From an optimization exercise on the open Yosys and OpenROAD flow, aimed at small area; shortcuts taken in it are not production practice. Only simulation tests tie the RTL to the original design; equivalence was not proved. No activity file was given, so power comes from the tool's default toggle rates.

### flow/run.sh
#!/bin/bash
# synth_recipe.tcl (not shown) runs the flow's synth.tcl, then flattens the netlist and writes it again
# the make line also repeats each setting of config.mk as NAME=value (left out here)
make -C /OpenROAD-flow-scripts/flow DESIGN_CONFIG=/design/flow/config.mk WORK_HOME=/design/flow/orfs CLKGATE_MAP_FILE= SYNTH_SCRIPT=/design/flow/synth_recipe.tcl finish
### flow/config.mk
export PLATFORM = sky130hd
export DESIGN_NAME = mini_mips_multicycle
export DESIGN_NICKNAME = mini_mips_multicycle
export VERILOG_FILES = /design/flow/design.v
export SDC_FILE = /design/flow/constraint.sdc
export NUM_CORES = 4
export LEC_CHECK = 0
export CAP_MARGIN = 20
export CORE_MARGIN = 2
export CORE_UTILIZATION = 40
export SLEW_MARGIN = 20
### flow/constraint.sdc
create_clock -name core_clock -period 10.0 [get_ports {clk}]
set_input_delay 2.0000 -clock core_clock [delete_from_list [all_inputs] [get_ports {clk}]]
set_output_delay 2.0000 -clock core_clock [all_outputs]
set_load 0.01 [all_outputs]
### flow/design.v
module mini_mips_multicycle #(
  parameter logic [31:0] RESET_PC     = 32'h0000_0000,
  parameter int unsigned ADDR_W       = 32,
  parameter bit          ILLEGAL_HALT = 1'b1
) (
  input  logic              clk,
  input  logic              reset,
  output logic              mem_req,
  output logic              mem_we,
  output logic [ADDR_W-1:0] mem_addr,
  output logic [31:0]       mem_wdata,
  input  logic [31:0]       mem_rdata,
  input  logic              mem_ready,
  output logic [31:0]       pc,
  output logic [31:0]       result,
  output logic              retired,
  output logic              halted
);
  localparam logic [5:0] OP_RTYPE = 6'h00, OP_ADDI = 6'h08, OP_LW  = 6'h23, OP_SW  = 6'h2B;
  localparam logic [5:0] OP_BEQ   = 6'h04, OP_BNE  = 6'h05, OP_J   = 6'h02, OP_JAL = 6'h03;
  localparam logic [5:0] FN_ADD = 6'h20, FN_SUB = 6'h22, FN_AND = 6'h24, FN_OR = 6'h25;
  localparam logic [5:0] FN_SLT = 6'h2A, FN_SLL = 6'h00, FN_JR  = 6'h08;
  typedef enum logic [2:0] {S_FETCH, S_DECODE, S_EXEC, S_MEM, S_WB, S_HALT} state_t;
  state_t      r_state, w_state_nxt;
  logic [31:0] r_pc, r_ir, r_a, r_b, r_alu_out, r_mdr, r_target, r_result;
  logic [31:0] r_rf [32];
  logic [5:0]  w_op, w_funct;
  logic [4:0]  w_rs, w_rt, w_rd, w_shamt;
  logic [31:0] w_sext, w_pc4, w_jtarget, w_alu, w_wb_val;
  logic [4:0]  w_wb_dst;
  logic        w_is_rtype, w_is_alu_r, w_is_jr, w_is_addi, w_is_lw, w_is_sw;
  logic        w_is_beq, w_is_bne, w_is_j, w_is_jal, w_legal;
  assign w_op      = r_ir[31:26];
  assign w_rs      = r_ir[25:21];
  assign w_rt      = r_ir[20:16];
  assign w_rd      = r_ir[15:11];
  assign w_shamt   = r_ir[10:6];
  assign w_funct   = r_ir[5:0];
  assign w_sext    = {{16{r_ir[15]}}, r_ir[15:0]};
  assign w_pc4     = r_pc + 32'd4;
  assign w_jtarget = {r_pc[31:28], r_ir[25:0], 2'b00};
  assign w_is_rtype = (w_op == OP_RTYPE);
  assign w_is_alu_r = w_is_rtype && (w_funct == FN_ADD || w_funct == FN_SUB || w_funct == FN_AND ||
                                     w_funct == FN_OR  || w_funct == FN_SLT || w_funct == FN_SLL);
  assign w_is_jr    = w_is_rtype && (w_funct == FN_JR);
  assign w_is_addi  = (w_op == OP_ADDI);
  assign w_is_lw    = (w_op == OP_LW);
  assign w_is_sw    = (w_op == OP_SW);
  assign w_is_beq   = (w_op == OP_BEQ);
  assign w_is_bne   = (w_op == OP_BNE);
  assign w_is_j     = (w_op == OP_J);
  assign w_is_jal   = (w_op == OP_JAL);
  assign w_legal    = w_is_alu_r | w_is_jr | w_is_addi | w_is_lw | w_is_sw |
                      w_is_beq | w_is_bne | w_is_j | w_is_jal;
  assign w_wb_dst = w_is_rtype ? w_rd : w_rt;
  assign w_wb_val = w_is_lw ? r_mdr : r_alu_out;
  always_comb begin
    w_alu = r_a + w_sext;
    if (w_is_rtype) begin
      case (w_funct)
        FN_ADD:  w_alu = r_a + r_b;
        FN_SUB:  w_alu = r_a - r_b;
        FN_AND:  w_alu = r_a & r_b;
        FN_OR:   w_alu = r_a | r_b;
        FN_SLT:  w_alu = {31'd0, ($signed(r_a) < $signed(r_b))};
        FN_SLL:  w_alu = r_b << w_shamt;
        default: w_alu = r_a + r_b;
      endcase
    end
  end
  always_comb begin
    w_state_nxt = r_state;
    mem_req     = 1'b0;
    mem_we      = 1'b0;
    mem_addr    = '0;
    mem_wdata   = 32'd0;
    retired     = 1'b0;
    unique case (r_state)
      S_FETCH: begin
        mem_req  = 1'b1;
        mem_addr = r_pc[ADDR_W-1:0];
        if (mem_ready) w_state_nxt = S_DECODE;
      end
      S_DECODE: begin
        if (!w_legal && ILLEGAL_HALT) w_state_nxt = S_HALT;
        else                          w_state_nxt = S_EXEC;
      end
      S_EXEC: begin
        if (w_is_alu_r || w_is_addi)  w_state_nxt = S_WB;
        else if (w_is_lw || w_is_sw)  w_state_nxt = S_MEM;
        else begin
          retired     = 1'b1;
          w_state_nxt = S_FETCH;
        end
      end
      S_MEM: begin
        mem_req   = 1'b1;
        mem_addr  = r_alu_out[ADDR_W-1:0];
        mem_we    = w_is_sw;
        mem_wdata = w_is_sw ? r_b : 32'd0;
        if (mem_ready) begin
          retired     = w_is_sw;
          w_state_nxt = w_is_sw ? S_FETCH : S_WB;
        end
      end
      S_WB: begin
        retired     = 1'b1;
        w_state_nxt = S_FETCH;
      end
      S_HALT:  w_state_nxt = S_HALT;
      default: w_state_nxt = S_FETCH;
    endcase
    if (reset) begin
      mem_req   = 1'b0;
      mem_we    = 1'b0;
      mem_addr  = '0;
      mem_wdata = 32'd0;
      retired   = 1'b0;
    end
  end
  always_ff @(posedge clk) begin
    if (reset) begin
      r_state   <= S_FETCH;
      r_pc      <= RESET_PC;
      r_ir      <= 32'd0;
      r_a       <= 32'd0;
      r_b       <= 32'd0;
      r_alu_out <= 32'd0;
      r_mdr     <= 32'd0;
      r_target  <= 32'd0;
      r_result  <= 32'd0;
      for (int i = 0; i < 32; i++) r_rf[i] <= 32'd0;
    end else begin
      r_state <= w_state_nxt;
      case (r_state)
        S_FETCH: if (mem_ready) r_ir <= mem_rdata;
        S_DECODE: begin
          r_a      <= (w_rs == 5'd0) ? 32'd0 : r_rf[w_rs];
          r_b      <= (w_rt == 5'd0) ? 32'd0 : r_rf[w_rt];
          r_target <= w_pc4 + {w_sext[29:0], 2'b00};
        end
        S_EXEC: begin
          if (w_is_alu_r || w_is_addi || w_is_lw || w_is_sw) r_alu_out <= w_alu;
          else if (w_is_beq) r_pc <= (r_a == r_b) ? r_target : w_pc4;
          else if (w_is_bne) r_pc <= (r_a != r_b) ? r_target : w_pc4;
          else if (w_is_j)   r_pc <= w_jtarget;
          else if (w_is_jal) begin
            r_pc      <= w_jtarget;
            r_rf[31]  <= w_pc4;
            r_result  <= w_pc4;
          end
          else if (w_is_jr)  r_pc <= r_a;
          else               r_pc <= w_pc4;   
        end
        S_MEM: begin
          if (mem_ready) begin
            if (w_is_sw) r_pc  <= w_pc4;
            else         r_mdr <= mem_rdata;
          end
        end
        S_WB: begin
          r_pc <= w_pc4;
          if (w_wb_dst != 5'd0) begin
            r_rf[w_wb_dst] <= w_wb_val;
            r_result       <= w_wb_val;
          end
        end
        default: ;
      endcase
    end
  end
  assign pc     = r_pc;
  assign result = r_result;
  assign halted = (r_state == S_HALT);
endmodule
==> summary.txt <==
Critical path
  – Data arrival, critical path: 3.95 ns
  – Crit. End Element: primary output
  – Crit-path slowest cell: clkdlybuf4s50_1
  – Critical-path maximum fanout: 15
  – Slowest stage delay, CP: 0.64 ns
  – Worst endpoint required time: 8.00 ns
  – CP startpoint: mem_ready
  – Setup crit start kind: primary input
  – FF-to-FF Start: r_pc[2]$_SDFFE_PP0P_
  – Crit path cell chain: clkdlybuf4s50_1 > nand2_1 > o22ai_1 > a31oi_1 > buf_4 > nor2_1 > clkdlybuf4s50_1
  – Cell seen most often among critical-path stages: clkdlybuf4s50_1
  – Critical path class: in -> out

STA
  – Max Clk Rate: 168 MHz
  – Final worst path period need: 5.95 ns
  – Fin crit share: 59.5%
  – Final Setup Violations: 0
  – Final clock skew: 0.0527 ns
  – Final Hold Viols: 0
  – Final setup TNS: 0 ns
  – RSZ-0062 raised after global routing: false
  – Max-slew violation count: 0
  – Max-Slew Margin vs Limit: 19.5%
  – Worst Max-Slew Pin Slew: 1.21 ns

Logic synthesis
  – Post-synth ARST share: 0%
  – Sequential share of the synthesized area: 49.2%
  – Syn_area_per_cell: 11.8 sq um
  – Post-synth EDFFs: 1024
  – Synth Warn #: 1
  – Seq cells post-synth: 1293
  – Main synth FF type: edfxtp_1
  – Cells after Synth: 6194
  – Share of the synthesized area in the top cell type: 41.9%
  – Synth area leader: edfxtp_1
  – Netlist cell types: 99
  – Largest cells by area after synthesis: edfxtp_1 42%, mux4_2 20%, dfxtp_1 7.3%, nor2_1 7.2%, ha_1 2.7%
  – Most common cell in the synthesized netlist: nor2_1
  – Synthesized area: 73400 sq um
  – Synth top cells by count: 1409 x nor2_1, 1024 x edfxtp_1, 660 x mux4_2

Placed design
  – Dpl hpwl: 202000 um
  – Placer Congestion: 1.03
  – Port-buffer cells: 166

Clock network
  – Clock latency on the worst-skew pair: 0.82 ns
  – Clk sinks: 1293
  – Worst-path clk slew: 0.06 ns
  – Root buf cell: clkbuf_16
  – Clock buffer depth: 3
  – Post-cts sizing count: 0
  – Num CTS Buffers: 146
  – TritonCTS clock tree: built
  – Hold buffers post-CTS: 0
  – Postcts setup bufs: 0
  – H-tree depth: 4

Power
  – Leakage: 26.3 nW
  – PD cells: 188 nW/um^2
  – Worst IR Drop VDD: 158 uV

Global route
  – Initial antenna violation count: 12
  – First-pass GRT wire length: 405000 um
  – Gr busiest metal: met2
  – Met2 GRT Util: 43.7%
  – Grt met3 use: 9.78%
  – Largest net degree at the start of global routing: 153
  – Gr usage total: 30.7%
  – Congestion Overflow GR: 0
  – Met1 Use GR: 41.3%
  – Vias in the first global route: 52.5k

Routing
  – Drt total wl: 292000 um
  – Post-route DRC: 0
  – Via count: 56.6k
  – First DRT Iteration DRCs: 9114
  – ANT nets after route: 0
  – Drt first pass iters: 9
  – Routed vias/inst: 6.57
  – Drt wl/cell: 33.9 um

Finish
  – Final core utilization: 45.1%
  – Layout cells sized above 1: 18.5%
  – Area delta synth->final: 12.1%
  – Register Area: 36200 sq um
  – Fin nets: 6296
  – Area of the multi-input gates: 35300 sq um
  – Fillers: 16.5k

Floorplan
  – Die X: 432 um
  – Row cnt: 157
  – Initial core utilization: 40.2%
  – Core area: 183000 sq um
  – Die Y: 432 um
  – Die area: 187000 sq um
  – IO Pins: 167

Flow run
  – Max Cap Viol: 0

Run status
  – Outcome: complete, no violations

Hold path
  – Worst hold start: r_target[0]$_SDFFE_PP0P_
  – Hold crit path type: reg -> reg
[sequential cells by signal, summed over array words and instances, names as in the netlist, named ones only]
signal and flops:
r_a 32, r_alu_out 32, r_b 32, r_ir 32
r_mdr 32, r_pc 32, r_result 32, r_rf 1024
r_state 3, r_target 32
[placed cells by master (no fill, tap or decap), drive strengths merged, types with 20 or more instances in the layout]
cell type,count
conb,32
inv,140
nor2,1412
nand2,396
nor4,49
nor3,72
mux4,668
xnor2,48
o21a,21
o221ai,23
dfxtp,269
o21bai,23
a211oi,95
a21oi,383
ha,157
xor2,30
a21o,33
nand2b,20
o22ai,36
clkinv,57
a22oi,41
mux2i,132
clkdlybuf4s50,165
edfxtp,1024
o211ai,26
nand3,47
nand4,24
o21ai,166
nor2b,22
clkbuf,193
a221oi,32
buf,124
[critical path, delay by kind of cell]
family | cells | cell delay (ns)
AO/OA/AOI/OAI | 2 | 0.32
buffers and inverters | 3 | 1.43
AND/OR/NAND/NOR | 2 | 0.19
[cell families after synthesis]
kind of cell / count (synthesis) / share of synthesized area (%)
AOI/OAI and AO/OA: 1024 / 8.91
xor gates and xnor gates: 78 / 0.931
and+or+nand+nor: 2130 / 11.9
other: 1 / 0.00511
DFF: 1293 / 49.2
muxes: 811 / 22.5
adders and majority gates: 161 / 2.79
buffers and inverters: 696 / 3.73
[path summary, 6_finish.rpt]
kind	endpoint	slack (ns)	depth (start not counted)
setup / recovery	retired	4.05	7
setup reg to reg	r_target[25]$_SDFFE_PP0P_	4.48	17
hold / removal	r_target[0]$_SDFFE_PP0P_	0.46	2
hold reg to reg	r_target[0]$_SDFFE_PP0P_	0.46	2
[layer usage]
layer / vias up / part of all wire (%)
met3: 651 / 13
met5: - / 0.018
met2: 3859 / 43
li1: 23166 / -
met1: 28914 / 37
met4: 6 / 6.9
[area by class of cell]
type | instances | share of cell area (%)
clock buffers | 193 | 4.82
multi-input cells | 4236 | 42.9
diodes | 9 | 0.0274
clock inverters | 70 | 0.825
flip-flops and latches | 1293 | 43.9
repair buffers | 289 | 3.25
inverters | 134 | 0.611
well taps | 2385 | 3.63
[through the flow]
stage	cell area [sq um]	total power [mW]	worst slack (ns)	cells	hold slack, ns
CTS	82300	15.4	4.08	8600	0.458
floorplan	73500	8.58	5.01	6225	0.431
global route	82300	15.8	3.95	8600	0.482
global placement	77600	10.1	4.07	8337	0.442
finish	82300	15.5	4.05	8609	0.459
detailed placement	77600	10.1	4.08	8337	0.450
[power by group]
| part | internal [mW] | switching, mW | total, mW | leakage [nW] |
|---|---|---|---|---|
| Sequential | 6.02 | 0.324 | 6.35 | 12.7 |
| Clock | 2.93 | 2.36 | 5.30 | 2.27 |
| Combinational | 1.36 | 2.49 | 3.85 | 11.2 |

-- static timing again, ports no longer ideal --
No port has a modelled driver above. Below, the same layout with a new extraction and two added sets of constraints.
Step 1 (the two cells are an assumption about what drives the block):
set clk [get_ports {clk}]
set_driving_cell -lib_cell sky130_fd_sc_hd__clkbuf_16 $clk
set_driving_cell -lib_cell sky130_fd_sc_hd__buf_2 [delete_from_list [all_inputs] $clk]
Step 2 moves the port delays by t, midway between the first and last clock arrival at a register: inputs arrive t later, outputs are due t later. That takes back most of the time a late clock gives input paths.
Three values: no drivers, after step 1, after step 2; two values: the first two.
shift t [ns]: 0.884
setup slack, ns: 4.050 / 3.996 / 3.996
hold slack, ns: 0.459 / 0.459 / 0.459
worst setup path at the end: input to output
latest minus earliest clock arrival (ns): 0.055 / 0.054
After both steps setup and hold are still met in this run. The setup slack of this run moves by -0.054 ns with the drivers and by -0.054 ns with both steps.
